This design comes from an exercise in tuning for small area, a short achievable clock period and few clock cycles per item on the open sky130 flow, not from production work. Where RTL was checked, it was by simulation tests only, not by an equivalence proof against the original.

==> inputs of run B <==
==> flow/design.v <==
package lsra_pkg;
  localparam int MAX_REGS_DEF = 16;
  localparam int VAR_W      = 16;
  localparam int POINT_W    = 16;
  localparam int SLOT_W     = 16;
  localparam int REG_IDX_W  = 4;
  localparam int NUM_REGS_W = 5;
  localparam int CFG_AW = 3;
  localparam int CFG_DW = 32;
  localparam logic [NUM_REGS_W-1:0] NUM_REGS_RST = NUM_REGS_W'(16);
  localparam logic [SLOT_W-1:0]     SLOT_MAX     = '1;
  typedef enum logic [CFG_AW-3:0] {
    REG_NUM_REGS = 1'b0
  } cfg_reg_t;
  typedef struct packed {
    logic [VAR_W-1:0]     out_var;
    logic                 spilled;
    logic [REG_IDX_W-1:0] reg_index;
    logic [SLOT_W-1:0]    stack_slot;
    logic                 last;
  } result_t;
endpackage
module lsra_cfg (
  input  logic                                 clk,
  input  logic                                 rst_n,
  input  logic                                 psel,
  input  logic                                 penable,
  input  logic                                 pwrite,
  input  logic [lsra_pkg::CFG_AW-1:0]          paddr,
  input  logic [lsra_pkg::CFG_DW-1:0]          pwdata,
  output logic [lsra_pkg::CFG_DW-1:0]          prdata,
  output logic                                 pready,
  output logic [lsra_pkg::NUM_REGS_W-1:0]      num_regs
);
  logic [lsra_pkg::NUM_REGS_W-1:0] num_regs_r;
  logic [lsra_pkg::NUM_REGS_W-1:0] num_regs_nxt;
  logic [lsra_pkg::CFG_AW-3:0]     word;
  logic                            wr_en;
  assign pready   = 1'b1;
  assign word     = paddr[lsra_pkg::CFG_AW-1:2];
  assign wr_en    = psel & penable & pwrite;
  assign num_regs = num_regs_r;
  always_comb begin
    num_regs_nxt = num_regs_r;
    if (wr_en && (word == lsra_pkg::REG_NUM_REGS)) begin
      num_regs_nxt = pwdata[lsra_pkg::NUM_REGS_W-1:0];
    end
  end
  always_ff @(posedge clk) begin
    if (!rst_n) begin
      num_regs_r <= lsra_pkg::NUM_REGS_RST;
    end else begin
      num_regs_r <= num_regs_nxt;
    end
  end
  logic [lsra_pkg::NUM_REGS_W-1:0] rd_r;
  logic [lsra_pkg::NUM_REGS_W-1:0] rd_nxt;
  always_comb begin
    unique case (word)
      lsra_pkg::REG_NUM_REGS: rd_nxt = rst_n ? num_regs_nxt : lsra_pkg::NUM_REGS_RST;
      default:                rd_nxt = '0;
    endcase
  end
  always_ff @(posedge clk) begin
    rd_r <= rd_nxt;
  end
  assign prdata = lsra_pkg::CFG_DW'(rd_r);
endmodule
module lsra_ctrl #(
  parameter int MAX_REGS = lsra_pkg::MAX_REGS_DEF
) (
  input  logic                            clk,
  input  logic                            rst_n,
  input  logic [lsra_pkg::NUM_REGS_W-1:0] num_regs,
  input  logic                            in_valid,
  output logic                            in_ready,
  input  logic [lsra_pkg::VAR_W-1:0]      in_var_id,
  input  logic [lsra_pkg::POINT_W-1:0]    in_start_point,
  input  logic [lsra_pkg::POINT_W-1:0]    in_end_point,
  output logic                            out_valid,
  input  logic                            out_ready,
  output logic [lsra_pkg::VAR_W-1:0]      out_var,
  output logic                            out_spilled,
  output logic [lsra_pkg::REG_IDX_W-1:0]  out_reg_index,
  output logic [lsra_pkg::SLOT_W-1:0]     out_stack_slot,
  output logic                            out_last
);
  localparam int N   = 16;
  localparam int VW  = lsra_pkg::VAR_W;
  localparam int EPW = lsra_pkg::POINT_W;
  localparam int SW  = lsra_pkg::SLOT_W;
  localparam int QW  = VW + 2 + 4 + 4 + SW;
  logic           va_r;
  logic [VW-1:0]  avar_r;
  logic [EPW-1:0] astart_r;
  logic [EPW-1:0] aend_r;
  logic           vb_r;
  logic [VW-1:0]  bvar_r;
  logic [EPW-1:0] bend_r;
  logic [N-1:0]   vx_r;    
  logic [N-1:0]   gx_r;    
  logic [N-1:0]   valid_r;
  logic [EPW-1:0] tend_r [N];
  logic [VW-1:0]  tvar_r [N];
  logic [3:0]     rank_r [N];
  logic [N-1:0]   pw_r;
  logic [3:0]     pq_r;
  logic           ptop_r;
  logic [3:0]     er [N];
  logic [N-1:0]   valid_nx, vv;
  logic [SW-1:0]  slot_r;
  logic [SW-1:0]  slot_inc;
  logic           pend2_r;
  logic [VW-1:0]  r2var_r;
  logic           hv_r, sv_r;
  logic [QW-1:0]  head_r, skid_r;
  logic           go, fire2, push, pop, move_ab, take;
  logic [N-1:0]   vexp, avail, below, gq, rg_oh, top_oh, w_oh;
  logic           grant, steal, spill, tg;
  logic [3:0]     rg, top;
  logic [3:0]     qnew;
  logic [VW-1:0]  top_var;
  logic [QW-1:0]  res;
  logic [N-1:0]   as_cmp, ae_cmp;
  logic           byp_s, byp_e;
  assign slot_inc = (slot_r == lsra_pkg::SLOT_MAX) ? slot_r : slot_r + 1'b1;
  assign go       = vb_r & ~pend2_r & ~sv_r;
  assign fire2    = pend2_r & ~sv_r;
  assign push     = go | fire2;
  assign pop      = hv_r & out_ready;
  assign move_ab  = va_r & (~vb_r | go);
  assign in_ready = ~va_r | ~vb_r | (~pend2_r & ~sv_r);
  assign take     = in_valid & in_ready;
  always_comb begin
    for (int r = 0; r < N; r++) begin
      below[r]  = 5'(r) < num_regs;
      er[r]     = pw_r[r] ? pq_r : rank_r[r];
      top_oh[r] = pw_r[r] ? ptop_r : (valid_r[r] & (rank_r[r] == 4'd0));
    end
  end
  assign vexp  = vx_r;
  assign avail = ~vexp & below;
  assign rg_oh = avail & (~avail + 1'b1);
  assign grant = |avail;
  assign gq    = gx_r;
  assign tg    = |(gq & top_oh);
  assign steal = ~grant & tg;
  assign spill = ~grant & ~tg;
  assign w_oh  = grant ? rg_oh : (tg ? top_oh : '0);
  assign valid_nx = go ? (vexp | rg_oh) : valid_r;
  assign vv       = go ? vexp : valid_r;
  always_comb begin
    rg = '0;
    for (int r = N - 1; r >= 0; r--) begin
      if (avail[r]) rg = 4'(r);
    end
  end
  always_comb begin
    top     = '0;
    top_var = '0;
    for (int r = 0; r < N; r++) begin
      top     = top | ({4{top_oh[r]}} & 4'(r));
      top_var = top_var | ({VW{top_oh[r]}} & tvar_r[r]);
    end
  end
  logic [N-1:0] cnt_t, rk_t;
  always_comb begin
    logic [N-1:0] x;
    logic         a, b;
    x = gq;
    for (int k = 2; k <= N; k = k * 2) begin
      for (int j = k / 2; j > 0; j = j / 2) begin
        for (int i = 0; i < N; i++) begin
          if (((i ^ j) > i)) begin
            a = x[i];
            b = x[i ^ j];
            if ((i & k) == 0) begin
              x[i]     = a | b;
              x[i ^ j] = a & b;
            end else begin
              x[i]     = a & b;
              x[i ^ j] = a | b;
            end
          end
        end
      end
    end
    cnt_t = x;
  end
  assign rk_t = grant ? cnt_t : {1'b0, cnt_t[N-1:1]};
  always_comb begin
    qnew[3] = rk_t[7];
    qnew[2] = (rk_t[3] & ~rk_t[7]) | rk_t[11];
    qnew[1] = (rk_t[1] & ~rk_t[3]) | (rk_t[5] & ~rk_t[7]) | (rk_t[9] & ~rk_t[11]) | rk_t[13];
    qnew[0] = (rk_t[0] & ~rk_t[1]) | (rk_t[2] & ~rk_t[3]) | (rk_t[4] & ~rk_t[5]) |
              (rk_t[6] & ~rk_t[7]) | (rk_t[8] & ~rk_t[9]) | (rk_t[10] & ~rk_t[11]) |
              (rk_t[12] & ~rk_t[13]) | rk_t[14];
  end
  assign res = {go ? bvar_r : r2var_r, go & grant, go & tg, rg, top, slot_r};
  always_comb begin
    for (int r = 0; r < N; r++) begin
      as_cmp[r] = tend_r[r] > astart_r;
      ae_cmp[r] = tend_r[r] > aend_r;
    end
  end
  assign byp_s = bend_r > astart_r;
  assign byp_e = bend_r > aend_r;
  always_ff @(posedge clk) begin
    if (!rst_n) begin
      va_r    <= 1'b0;
      vb_r    <= 1'b0;
      valid_r <= '0;
      pw_r    <= '0;
      slot_r  <= '0;
      pend2_r <= 1'b0;
      hv_r    <= 1'b0;
      sv_r    <= 1'b0;
    end else begin
      if (take)         va_r <= 1'b1;
      else if (move_ab) va_r <= 1'b0;
      if (move_ab)      vb_r <= 1'b1;
      else if (go)      vb_r <= 1'b0;
      if (go) begin
        pw_r    <= w_oh;
        valid_r <= valid_nx;
        pend2_r <= steal;
        if (spill) slot_r <= slot_inc;
      end else if (fire2) begin
        pend2_r <= 1'b0;
        slot_r  <= slot_inc;
      end
      if (pop) begin
        if (sv_r) begin
          sv_r <= 1'b0;
        end else begin
          hv_r <= push;
        end
      end else if (push) begin
        if (hv_r) sv_r <= 1'b1;
        else      hv_r <= 1'b1;
      end
    end
  end
  always_ff @(posedge clk) begin
    if (take) begin
      avar_r   <= in_var_id;
      astart_r <= in_start_point;
      aend_r   <= in_end_point;
    end
    if (move_ab) begin
      bvar_r <= avar_r;
      bend_r <= aend_r;
      for (int r = 0; r < N; r++) begin
        vx_r[r] <= (go && w_oh[r]) ? byp_s : (vv[r] & as_cmp[r]);
        gx_r[r] <= (go && w_oh[r]) ? (byp_s & byp_e) : (vv[r] & as_cmp[r] & ae_cmp[r]);
      end
    end
    if (go && steal) r2var_r <= top_var;
    if (pop) begin
      if (sv_r)      head_r <= skid_r;
      else if (push) head_r <= res;
    end else if (push) begin
      if (hv_r) skid_r <= res;
      else      head_r <= res;
    end
  end
  always_ff @(posedge clk) begin
    for (int r = 0; r < N; r++) begin
      if (go && w_oh[r]) begin
        tend_r[r] <= bend_r;
        tvar_r[r] <= bvar_r;
      end
      if (go) begin
        if (grant)      rank_r[r] <= er[r] + {3'd0, ~gq[r]};
        else if (steal) rank_r[r] <= er[r] - {3'd0, gq[r]};
        else            rank_r[r] <= er[r];
      end
    end
    if (go) begin
      pq_r   <= qnew;
      ptop_r <= grant ? ~cnt_t[0] : ~cnt_t[1];
    end
  end
  logic h_g, h_t, h_sp;
  assign h_g  = head_r[SW+9];
  assign h_t  = head_r[SW+8];
  assign h_sp = ~h_g & ~h_t;
  assign out_valid      = hv_r;
  assign out_var        = head_r[QW-1 -: VW];
  assign out_spilled    = h_sp;
  assign out_last       = h_g | ~h_t;
  assign out_reg_index  = h_g ? head_r[SW+7:SW+4] : (h_t ? head_r[SW+3:SW] : 4'd0);
  assign out_stack_slot = h_sp ? head_r[SW-1:0] : '0;
endmodule
module linear_scan_register_allocator_unit #(
  parameter int MAX_REGS = lsra_pkg::MAX_REGS_DEF
) (
  input  logic                        clk,
  input  logic                        rst_n,
  input  logic                        in_valid,
  output logic                        in_ready,
  input  logic [lsra_pkg::VAR_W-1:0]   in_var_id,
  input  logic [lsra_pkg::POINT_W-1:0] in_start_point,
  input  logic [lsra_pkg::POINT_W-1:0] in_end_point,
  output logic                        out_valid,
  input  logic                        out_ready,
  output logic [lsra_pkg::VAR_W-1:0]   out_var,
  output logic                        out_spilled,
  output logic [lsra_pkg::REG_IDX_W-1:0] out_reg_index,
  output logic [lsra_pkg::SLOT_W-1:0]  out_stack_slot,
  output logic                        out_last,
  input  logic                        psel,
  input  logic                        penable,
  input  logic                        pwrite,
  input  logic [lsra_pkg::CFG_AW-1:0] paddr,
  input  logic [lsra_pkg::CFG_DW-1:0] pwdata,
  output logic [lsra_pkg::CFG_DW-1:0] prdata,
  output logic                        pready
);
  logic [lsra_pkg::NUM_REGS_W-1:0] num_regs;
  lsra_cfg u_cfg (
    .clk      (clk),
    .rst_n    (rst_n),
    .psel     (psel),
    .penable  (penable),
    .pwrite   (pwrite),
    .paddr    (paddr),
    .pwdata   (pwdata),
    .prdata   (prdata),
    .pready   (pready),
    .num_regs (num_regs)
  );
  lsra_ctrl #(
    .MAX_REGS (MAX_REGS)
  ) u_ctrl (
    .clk      (clk),
    .rst_n    (rst_n),
    .num_regs (num_regs),
    .in_valid       (in_valid),
    .in_ready       (in_ready),
    .in_var_id      (in_var_id),
    .in_start_point (in_start_point),
    .in_end_point   (in_end_point),
    .out_valid      (out_valid),
    .out_ready      (out_ready),
    .out_var        (out_var),
    .out_spilled    (out_spilled),
    .out_reg_index  (out_reg_index),
    .out_stack_slot (out_stack_slot),
    .out_last       (out_last)
  );
endmodule
==> flow/run.sh <==
#!/bin/bash
# synth_recipe.tcl (not shown) runs the flow's synth.tcl, then flattens the netlist and writes it again
# the make line also repeats each setting of config.mk as NAME=value (left out here)
make -C /OpenROAD-flow-scripts/flow DESIGN_CONFIG=/design/flow/config.mk WORK_HOME=/design/flow/orfs CLKGATE_MAP_FILE= SYNTH_SCRIPT=/design/flow/synth_recipe.tcl finish
==> flow/config.mk <==
export PLATFORM = sky130hd
export DESIGN_NAME = linear_scan_register_allocator_unit
export DESIGN_NICKNAME = linear_scan_register_allocator_unit
export VERILOG_FILES = /design/flow/design.v
export SDC_FILE = /design/flow/constraint.sdc
export NUM_CORES = 4
export LEC_CHECK = 0
export CAP_MARGIN = 20
export CORE_MARGIN = 2
export CORE_UTILIZATION = 40
export SETUP_SLACK_MARGIN = 4.75
export SLEW_MARGIN = 20
==> flow/constraint.sdc <==
create_clock -name core_clock -period 8.0 [get_ports {clk}]
set_input_delay 1.6000 -clock core_clock [delete_from_list [all_inputs] [get_ports {clk}]]
set_output_delay 1.6000 -clock core_clock [all_outputs]
set_load 0.01 [all_outputs]
==> run Y: changes against run B <==
--- a/flow/design.v
+++ b/flow/design.v
@@ -55,14 +55,8 @@
   end
-  logic [lsra_pkg::NUM_REGS_W-1:0] rd_r;
-  logic [lsra_pkg::NUM_REGS_W-1:0] rd_nxt;
   always_comb begin
     unique case (word)
-      lsra_pkg::REG_NUM_REGS: rd_nxt = rst_n ? num_regs_nxt : lsra_pkg::NUM_REGS_RST;
-      default:                rd_nxt = '0;
+      lsra_pkg::REG_NUM_REGS: prdata = lsra_pkg::CFG_DW'(num_regs_r);
+      default:                prdata = '0;
     endcase
   end
-  always_ff @(posedge clk) begin
-    rd_r <= rd_nxt;
-  end
-  assign prdata = lsra_pkg::CFG_DW'(rd_r);
 endmodule
@@ -116,3 +110,3 @@
   logic [QW-1:0]  head_r, skid_r;
-  logic           go, fire2, push, pop, move_ab, take;
+  logic           go, fire2, push, adv, move_ab;
   logic [N-1:0]   vexp, avail, below, gq, rg_oh, top_oh, w_oh;
@@ -129,6 +123,5 @@
   assign push     = go | fire2;
-  assign pop      = hv_r & out_ready;
+  assign adv      = ~hv_r | out_ready;
   assign move_ab  = va_r & (~vb_r | go);
   assign in_ready = ~va_r | ~vb_r | (~pend2_r & ~sv_r);
-  assign take     = in_valid & in_ready;
   always_comb begin
@@ -218,4 +211,3 @@
     end else begin
-      if (take)         va_r <= 1'b1;
-      else if (move_ab) va_r <= 1'b0;
+      if (in_ready)     va_r <= in_valid;
       if (move_ab)      vb_r <= 1'b1;
@@ -231,11 +223,7 @@
       end
-      if (pop) begin
-        if (sv_r) begin
-          sv_r <= 1'b0;
-        end else begin
-          hv_r <= push;
-        end
+      if (adv) begin
+        hv_r <= sv_r | push;
+        sv_r <= 1'b0;
       end else if (push) begin
-        if (hv_r) sv_r <= 1'b1;
-        else      hv_r <= 1'b1;
+        sv_r <= 1'b1;
       end
@@ -244,3 +232,3 @@
   always_ff @(posedge clk) begin
-    if (take) begin
+    if (in_ready) begin
       avar_r   <= in_var_id;
@@ -258,9 +246,4 @@
     if (go && steal) r2var_r <= top_var;
-    if (pop) begin
-      if (sv_r)      head_r <= skid_r;
-      else if (push) head_r <= res;
-    end else if (push) begin
-      if (hv_r) skid_r <= res;
-      else      head_r <= res;
-    end
+    if (adv)  head_r <= sv_r ? skid_r : res;
+    if (push) skid_r <= res;
   end
--- a/flow/config.mk
+++ b/flow/config.mk
@@ -7,2 +7,3 @@
 export LEC_CHECK = 0
+export ABC_AREA = 1
 export CAP_MARGIN = 20
@@ -10,3 +11,5 @@
 export CORE_UTILIZATION = 40
-export SETUP_SLACK_MARGIN = 4.75
+export CTS_CLUSTER_DIAMETER = 150
+export CTS_CLUSTER_SIZE = 20
+export SETUP_SLACK_MARGIN = 4.5
 export SLEW_MARGIN = 20
==> metrics.sh <==
STATUS='timing/DRC/antenna clean'
WORSTHOLDSTART='u_ctrl.avar_r[4]$_DFFE_PP_'
CRIT_ARRIVAL_NS=1.87
PATH_CLK_SLEW_NS=0.06
ROUTED-WL-MET3_MICRONS=11400
That was run B.
==> metrics.sh <==
STATUS='timing/DRC/antenna clean'
ROUTED-WL-MET3_MICRONS=10600
WORSTHOLDSTART='u_ctrl.avar_r[11]$_DFFE_PP_'
PATH_CLK_SLEW_NS=0.10
FINALCRITICALPERIOD_NS=3.53
CRIT_ARRIVAL_NS=1.93
That was run Y.
Testbench counts of run Y, summed over its fixed seeds: cycles 14,328, items 12,000.
No functional check of the RTL was part of run B.

## static timing again, ports no longer ideal
Ports are ideal in the flow. The routed layouts listed here were re-timed in OpenROAD. Step 1, drivers: a clkbuf_16 drives clk and a buf_2 each remaining input, both assumed. Step 2 adds t to the input delays and takes it off the output delays; t is the mean of the earliest and latest rising clock arrival at the registers after step 1. Input paths then give back, and output paths get back, about the clock's delay inside the block. Three values: ideal ports, drivers, drivers and shift; two values: the first two.
run | t (ns) | setup WS [ns] | worst setup path after step 2 | latest minus earliest clock arrival (ns) | worst register clock-pin slew, ns
run B | 0.740 | 4.533 / 4.460 / 4.286 | input to register | 0.028 / 0.028 | 0.07 / 0.07
run Y | 0.736 | 4.468 / 4.399 / 4.440 | input to output | 0.041 / 0.041 | 0.10 / 0.10
After both steps setup and hold are still met in every run listed. For run B, which loses most, drivers alone change the setup slack by -0.073 ns; drivers and shift together by -0.247 ns.
